From an optimization exercise on the open Yosys and OpenROAD flow, aimed at small area, a short achievable clock period and few clock cycles; shortcuts taken in it are not production practice. Function was checked by simulation only, so behaviour that the tests miss may differ from the original. Power and IR drop assume default switching activity.

Setup of run 1:
==> flow/design.v <==
package udp_bridge_pkg;
	typedef logic [63:0] stream_data_t;
	typedef logic [7:0]  stream_keep_t;
	typedef logic [47:0] mac_addr_t;
	typedef logic [31:0] ip_addr_t;
	typedef logic [15:0] udp_port_t;
	typedef enum logic [1:0] {
		RX_IDLE,                            
		RX_PASS,                            
		RX_DROP                             
	} rx_state_e;
	typedef enum logic {
		TX_IDLE,                            
		TX_DATA                             
	} tx_state_e;
	localparam mac_addr_t DEF_LOCAL_MAC  = 48'hba0203040506;
	localparam ip_addr_t  DEF_LOCAL_IP   = 32'hc0a8006f;     
	localparam ip_addr_t  DEF_BCAST_IP   = 32'hc0a800ff;     
	localparam udp_port_t DEF_LOCAL_PORT = 16'd10086;        
	localparam mac_addr_t BCAST_MAC      = 48'hffffffffffff;
endpackage
`timescale 1ns/100ps
`timescale 1ns/100ps
`timescale 1ns/100ps
`timescale 1ns/100ps
module udp_bridge_top #(
	parameter udp_bridge_pkg::mac_addr_t LOCAL_MAC       = udp_bridge_pkg::DEF_LOCAL_MAC,
	parameter udp_bridge_pkg::ip_addr_t  LOCAL_IP        = udp_bridge_pkg::DEF_LOCAL_IP,
	parameter udp_bridge_pkg::ip_addr_t  BCAST_IP        = udp_bridge_pkg::DEF_BCAST_IP,
	parameter udp_bridge_pkg::udp_port_t LOCAL_PORT      = udp_bridge_pkg::DEF_LOCAL_PORT,
	parameter int                        FIFO_ADDR_WIDTH = 4
) (
	input  logic                         clk,
	input  logic                         rst_n,
	input  logic                         tx_axis_tvalid,
	output logic                         tx_axis_tready,
	input  udp_bridge_pkg::stream_data_t tx_axis_tdata,
	input  udp_bridge_pkg::stream_keep_t tx_axis_tkeep,
	input  logic                         tx_axis_tlast,
	output logic                         rx_axis_tvalid,
	input  logic                         rx_axis_tready,
	output udp_bridge_pkg::stream_data_t rx_axis_tdata,
	output udp_bridge_pkg::stream_keep_t rx_axis_tkeep,
	output logic                         rx_axis_tlast,
	output logic                         udp_tx_tvalid,
	output logic                         udp_tx_tlast,
	output udp_bridge_pkg::stream_keep_t udp_tx_tkeep,
	output udp_bridge_pkg::stream_data_t udp_tx_tdata,
	output udp_bridge_pkg::mac_addr_t    udp_tx_mac_src,
	output udp_bridge_pkg::mac_addr_t    udp_tx_mac_dest,
	output udp_bridge_pkg::ip_addr_t     udp_tx_ip_src,
	output udp_bridge_pkg::ip_addr_t     udp_tx_ip_dest,
	output udp_bridge_pkg::udp_port_t    udp_tx_port_src,
	output udp_bridge_pkg::udp_port_t    udp_tx_port_dest,
	input  logic                         udp_tx_tready,
	input  logic                         udp_rx_tvalid,
	input  logic                         udp_rx_tlast,
	input  udp_bridge_pkg::stream_keep_t udp_rx_tkeep,
	input  udp_bridge_pkg::stream_data_t udp_rx_tdata,
	input  udp_bridge_pkg::mac_addr_t    udp_rx_mac_src,
	input  udp_bridge_pkg::ip_addr_t     udp_rx_ip_src,
	input  udp_bridge_pkg::ip_addr_t     udp_rx_ip_dest,
	input  udp_bridge_pkg::udp_port_t    udp_rx_port_src,
	input  udp_bridge_pkg::udp_port_t    udp_rx_port_dest,
	output logic                         udp_rx_tready
);
	logic        rx_v;
	logic [72:0] rx_q;
	logic        rx_in_pkt;       
	logic        rx_acc_q;        
	logic        accept;
	logic        pass;
	logic        rx_xfer;
	logic        rx_first_acc;
	assign accept = (udp_rx_port_dest == LOCAL_PORT) &&
	                ((udp_rx_ip_dest == LOCAL_IP) || (udp_rx_ip_dest == BCAST_IP));
	assign pass   = rx_in_pkt ? rx_acc_q : accept;
	assign udp_rx_tready = !rx_v || rx_axis_tready;
	assign rx_xfer       = udp_rx_tvalid && udp_rx_tready;
	assign rx_first_acc  = rx_xfer && !rx_in_pkt && accept;
	always_ff @(posedge clk or negedge rst_n) begin
		if (!rst_n) begin
			rx_v      <= 1'b0;
			rx_in_pkt <= 1'b0;
			rx_acc_q  <= 1'b0;
		end else begin
			if (udp_rx_tready)
				rx_v <= rx_xfer && pass;
			if (rx_xfer) begin
				rx_in_pkt <= !udp_rx_tlast;
				rx_acc_q  <= pass;
			end
		end
	end
	always_ff @(posedge clk) begin
		if (udp_rx_tready)
			rx_q <= {udp_rx_tlast, udp_rx_tkeep, udp_rx_tdata};
	end
	assign rx_axis_tvalid = rx_v;
	assign {rx_axis_tlast, rx_axis_tkeep, rx_axis_tdata} = rx_q;
	udp_bridge_pkg::mac_addr_t peer_mac;
	udp_bridge_pkg::ip_addr_t  peer_ip;
	udp_bridge_pkg::udp_port_t peer_port;
	always_ff @(posedge clk or negedge rst_n) begin
		if (!rst_n) begin
			peer_mac  <= udp_bridge_pkg::BCAST_MAC;
			peer_ip   <= BCAST_IP;
			peer_port <= LOCAL_PORT;
		end else if (rx_first_acc) begin
			peer_mac  <= udp_rx_mac_src;
			peer_ip   <= udp_rx_ip_src;
			peer_port <= udp_rx_port_src;
		end
	end
	logic        tx_v;            
	logic        tx_hide;         
	logic [72:0] tx_q;
	logic        tx_in_pkt;       
	logic        tx_first_push;
	udp_bridge_pkg::mac_addr_t hdr_mac;
	udp_bridge_pkg::ip_addr_t  hdr_ip;
	udp_bridge_pkg::udp_port_t hdr_port;
	assign tx_axis_tready = !tx_v || (udp_tx_tready && !tx_hide);
	assign tx_first_push  = tx_axis_tvalid && tx_axis_tready && !tx_in_pkt;
	always_ff @(posedge clk or negedge rst_n) begin
		if (!rst_n) begin
			tx_v      <= 1'b0;
			tx_hide   <= 1'b0;
			tx_in_pkt <= 1'b0;
		end else begin
			if (tx_axis_tready)
				tx_v <= tx_axis_tvalid;
			tx_hide <= (tx_first_push || tx_hide) && rx_first_acc;
			if (tx_axis_tvalid && tx_axis_tready)
				tx_in_pkt <= !tx_axis_tlast;
		end
	end
	always_ff @(posedge clk) begin
		if (tx_axis_tready)
			tx_q <= {tx_axis_tlast, tx_axis_tkeep, tx_axis_tdata};
	end
	always_ff @(posedge clk) begin
		if (tx_first_push || tx_hide) begin
			hdr_mac  <= peer_mac;
			hdr_ip   <= peer_ip;
			hdr_port <= peer_port;
		end
	end
	assign udp_tx_tvalid = tx_v && !tx_hide;
	assign {udp_tx_tlast, udp_tx_tkeep, udp_tx_tdata} = tx_q;
	assign udp_tx_mac_src   = LOCAL_MAC;
	assign udp_tx_ip_src    = LOCAL_IP;
	assign udp_tx_port_src  = LOCAL_PORT;
	assign udp_tx_mac_dest  = hdr_mac;
	assign udp_tx_ip_dest   = hdr_ip;
	assign udp_tx_port_dest = hdr_port;
endmodule
Settings: LEC_CHECK=0, ABC_AREA=1, CAP_MARGIN=20, CORE_AREA=2 2 143 143, DIE_AREA=0 0 145 145, SETUP_SLACK_MARGIN=2.6, SLEW_MARGIN=20; clock period 5.0 ns.
standard.sh (not shown) runs the stock make flow with config.mk's settings and CLKGATE_MAP_FILE= SYNTH_SCRIPT=/design/flow/synth_recipe.tcl, a recipe that flattens the netlist after the stock synthesis.
==> flow/flow/run.sh <==
#!/bin/bash
# The standard ORFS flow (the standard.sh, unchanged synthesis), with:
#  - ports buffered with the smallest buffer instead of the default choice
#  - clock tree built from larger clusters, without dummy loads
#  - the constant outputs driven from one shared tie cell
set -euo pipefail
export BUFFER_PORTS_ARGS="-buffer_cell sky130_fd_sc_hd__buf_1"
export PLACE_PINS_ARGS="-min_distance 1 -min_distance_in_tracks"
export CTS_ARGS="-sink_clustering_enable -repair_clock_nets -dont_use_dummy_load -sink_clustering_size 36 -sink_clustering_max_diameter 60 -buf_list {sky130_fd_sc_hd__clkbuf_4 sky130_fd_sc_hd__clkbuf_8 sky130_fd_sc_hd__clkbuf_16}"
bash standard.sh floorplan > standard_floorplan.log 2>&1
R=orfs/results/sky130hd/udp_bridge_top/base
printf 'read_db %s\nsource flow/share_ties.tcl\nwrite_db %s\n' $R/2_floorplan.odb $R/2_floorplan.odb > share_ties_run.tcl
openroad -no_init -exit share_ties_run.tcl > share_ties.log 2>&1
bash standard.sh finish > standard.log 2>&1
Other scripts of this flow, unchanged in this note and not shown: flow/flow/share_ties.tcl
Run 1: PASS, flow complete, no timing, DRC or antenna violations
Testbench counts of run 1, summed over its fixed seeds: cycles 8,841.
> inputs changed (run 1 -> run 2)
- removing ABC_AREA (formerly 1)
- changing DIE_AREA from 0 0 145 145 to 0 0 222 222
- changing CORE_AREA from 2 2 143 143 to 2 2 220 220
diff --git a/flow/flow/run.sh b/flow/flow/run.sh
--- a/flow/flow/run.sh
+++ b/flow/flow/run.sh
@@ -6,6 +6,5 @@
 set -euo pipefail
 export BUFFER_PORTS_ARGS="-buffer_cell sky130_fd_sc_hd__buf_1"
-export PLACE_PINS_ARGS="-min_distance 1 -min_distance_in_tracks"
-export CTS_ARGS="-sink_clustering_enable -repair_clock_nets -dont_use_dummy_load -sink_clustering_size 36 -sink_clustering_max_diameter 60 -buf_list {sky130_fd_sc_hd__clkbuf_4 sky130_fd_sc_hd__clkbuf_8 sky130_fd_sc_hd__clkbuf_16}"
+export CTS_ARGS="-sink_clustering_enable -repair_clock_nets -dont_use_dummy_load -sink_clustering_size 30 -sink_clustering_max_diameter 80 -buf_list {sky130_fd_sc_hd__clkbuf_4 sky130_fd_sc_hd__clkbuf_8 sky130_fd_sc_hd__clkbuf_16}"
 bash standard.sh floorplan > standard_floorplan.log 2>&1
 R=orfs/results/sky130hd/udp_bridge_top/base
Findings:
- Minimum period implied by the final worst setup slack on run 2 is up relative to run 1.
- Remaining global-route overflow essentially unchanged between run 2 and run 1.
- Average vias per placed instance (lower): run 2
--- input diff run 2..run 3 ---
- DIE_AREA changed from 0 0 222 222 to 0 0 160 160
- CORE_AREA changed from 2 2 220 220 to 2 2 158 158
diff --git a/flow/flow/run.sh b/flow/flow/run.sh
--- a/flow/flow/run.sh
+++ b/flow/flow/run.sh
@@ -6,4 +6,5 @@
 set -euo pipefail
 export BUFFER_PORTS_ARGS="-buffer_cell sky130_fd_sc_hd__buf_1"
+export PLACE_PINS_ARGS="-min_distance 1 -min_distance_in_tracks"
 export CTS_ARGS="-sink_clustering_enable -repair_clock_nets -dont_use_dummy_load -sink_clustering_size 30 -sink_clustering_max_diameter 80 -buf_list {sky130_fd_sc_hd__clkbuf_4 sky130_fd_sc_hd__clkbuf_8 sky130_fd_sc_hd__clkbuf_16}"
 bash standard.sh floorplan > standard_floorplan.log 2>&1
## What came out
Routed length per instance came out lower on run 3 than on run 2.
Internal power summed over all cells in run 3 is 5.8% below run 2.
Compared with run 2, run 3 shows a lower total power.
Between run 2 and run 3, worst-path maximum fanout increased.
Input-level comparison between run 4 and run 3:
- CORE_AREA: 2 2 158 158 -> 2 2 220 220
- DIE_AREA: 0 0 160 160 -> 0 0 222 222
- ABC_AREA: unset -> 1
diff --git a/flow/flow/run.sh b/flow/flow/run.sh
--- a/flow/flow/run.sh
+++ b/flow/flow/run.sh
@@ -6,5 +6,4 @@
 set -euo pipefail
 export BUFFER_PORTS_ARGS="-buffer_cell sky130_fd_sc_hd__buf_1"
-export PLACE_PINS_ARGS="-min_distance 1 -min_distance_in_tracks"
 export CTS_ARGS="-sink_clustering_enable -repair_clock_nets -dont_use_dummy_load -sink_clustering_size 30 -sink_clustering_max_diameter 80 -buf_list {sky130_fd_sc_hd__clkbuf_4 sky130_fd_sc_hd__clkbuf_8 sky130_fd_sc_hd__clkbuf_16}"
 bash standard.sh floorplan > standard_floorplan.log 2>&1
==> run notes <==
- | total power | lower: run 3 |
- Relative to run 3, post-synthesis simple-gate area fraction has gone up in run 4.
- Clock power share in run 4 is 4.7 points higher than in run 3
## Diff of input files: run 5 against run 4
- changing DIE_AREA from 0 0 222 222 to 0 0 145 145
- changing CORE_AREA from 2 2 220 220 to 2 2 143 143
diff --git a/flow/flow/run.sh b/flow/flow/run.sh
--- a/flow/flow/run.sh
+++ b/flow/flow/run.sh
@@ -6,4 +6,5 @@
 set -euo pipefail
 export BUFFER_PORTS_ARGS="-buffer_cell sky130_fd_sc_hd__buf_1"
+export PLACE_PINS_ARGS="-min_distance 1 -min_distance_in_tracks"
 export CTS_ARGS="-sink_clustering_enable -repair_clock_nets -dont_use_dummy_load -sink_clustering_size 30 -sink_clustering_max_diameter 80 -buf_list {sky130_fd_sc_hd__clkbuf_4 sky130_fd_sc_hd__clkbuf_8 sky130_fd_sc_hd__clkbuf_16}"
 bash standard.sh floorplan > standard_floorplan.log 2>&1
Notes after the runs:
Run 5: done, clean on timing, DRC and antenna
Delta (run 5 minus run 4): share of total power in combinational logic now larger, relative slew slack now smaller.
Final hold slack (higher): run 5
Post-route cell area: run 5 < run 4
In the reports for run 4 and run 5, the smaller final clock period utilization by the worst path belongs to run 5.
Relative to run 5, the following input files were edited for run 6:
- DIE_AREA changed from 0 0 145 145 to 0 0 222 222
- ABC_AREA removed (was 1)
- CORE_AREA changed from 2 2 143 143 to 2 2 220 220
diff --git a/flow/flow/run.sh b/flow/flow/run.sh
--- a/flow/flow/run.sh
+++ b/flow/flow/run.sh
@@ -6,6 +6,5 @@
 set -euo pipefail
 export BUFFER_PORTS_ARGS="-buffer_cell sky130_fd_sc_hd__buf_1"
-export PLACE_PINS_ARGS="-min_distance 1 -min_distance_in_tracks"
-export CTS_ARGS="-sink_clustering_enable -repair_clock_nets -dont_use_dummy_load -sink_clustering_size 30 -sink_clustering_max_diameter 80 -buf_list {sky130_fd_sc_hd__clkbuf_4 sky130_fd_sc_hd__clkbuf_8 sky130_fd_sc_hd__clkbuf_16}"
+export CTS_ARGS="-sink_clustering_enable -repair_clock_nets -dont_use_dummy_load -buf_list {sky130_fd_sc_hd__clkbuf_2 sky130_fd_sc_hd__clkbuf_4 sky130_fd_sc_hd__clkbuf_8}"
 bash standard.sh floorplan > standard_floorplan.log 2>&1
 R=orfs/results/sky130hd/udp_bridge_top/base
--- outcome ---
On compound-cell area share of the yosys netlist, run 5 tracks run 6 almost exactly. tx_axis_tready as the capturing element of the worst setup path was reported by run 5, and peer_port[15] by run 6. Delta (run 6 minus run 5): global-route wire length before repair climbed 9.7%, final worst slack dropped 0.13 ns, met2 capacity usage during global routing dropped 19 points, final count of hold timing violations barely changed, share of the cycle needed by the critical path after routing climbed 2.5 points. Total global-route track usage sits lower in run 6 than in run 5.

re-timing with driven ports:
No port has a modelled driver above. Below, the same layouts with a new extraction and two added sets of constraints.
Step 1, drivers: a clkbuf_16 drives clk and a buf_2 each remaining input, both assumed.
Step 2 also shifts input and output timing later by t, the mid clock arrival at the registers, as if the neighbouring blocks saw the same clock.
a / b / c = no drivers / after step 1 / after step 2; a / b = the first two.
| run | shift t [ns] | slack for setup (ns) | hold slack, ns | worst setup path after step 2 |
|---|---|---|---|---|
| run 1 | 0.538 | 2.618 / 2.547 / 2.218 | 0.406 / 0.406 / 0.406 | input to register |
| run 2 | 0.574 | 2.403 / 2.425 / 1.852 | 0.401 / 0.401 / 0.401 | input to register |
| run 3 | 0.528 | 2.519 / 2.489 / 1.997 | 0.429 / 0.415 / 0.429 | input to register |
| run 4 | 0.587 | 2.598 / 2.575 / 2.073 | 0.439 / 0.423 / 0.439 | input to register |
| run 5 | 0.525 | 2.617 / 2.550 / 2.204 | 0.456 / 0.456 / 0.456 | input to register |
| run 6 | 0.647 | 2.492 / 2.474 / 1.864 | 0.439 / 0.437 / 0.439 | input to register |
After both steps setup and hold are still met in every run listed. The setup slack of run 6, which loses most, moves by -0.018 ns with the drivers and by -0.628 ns with both steps.
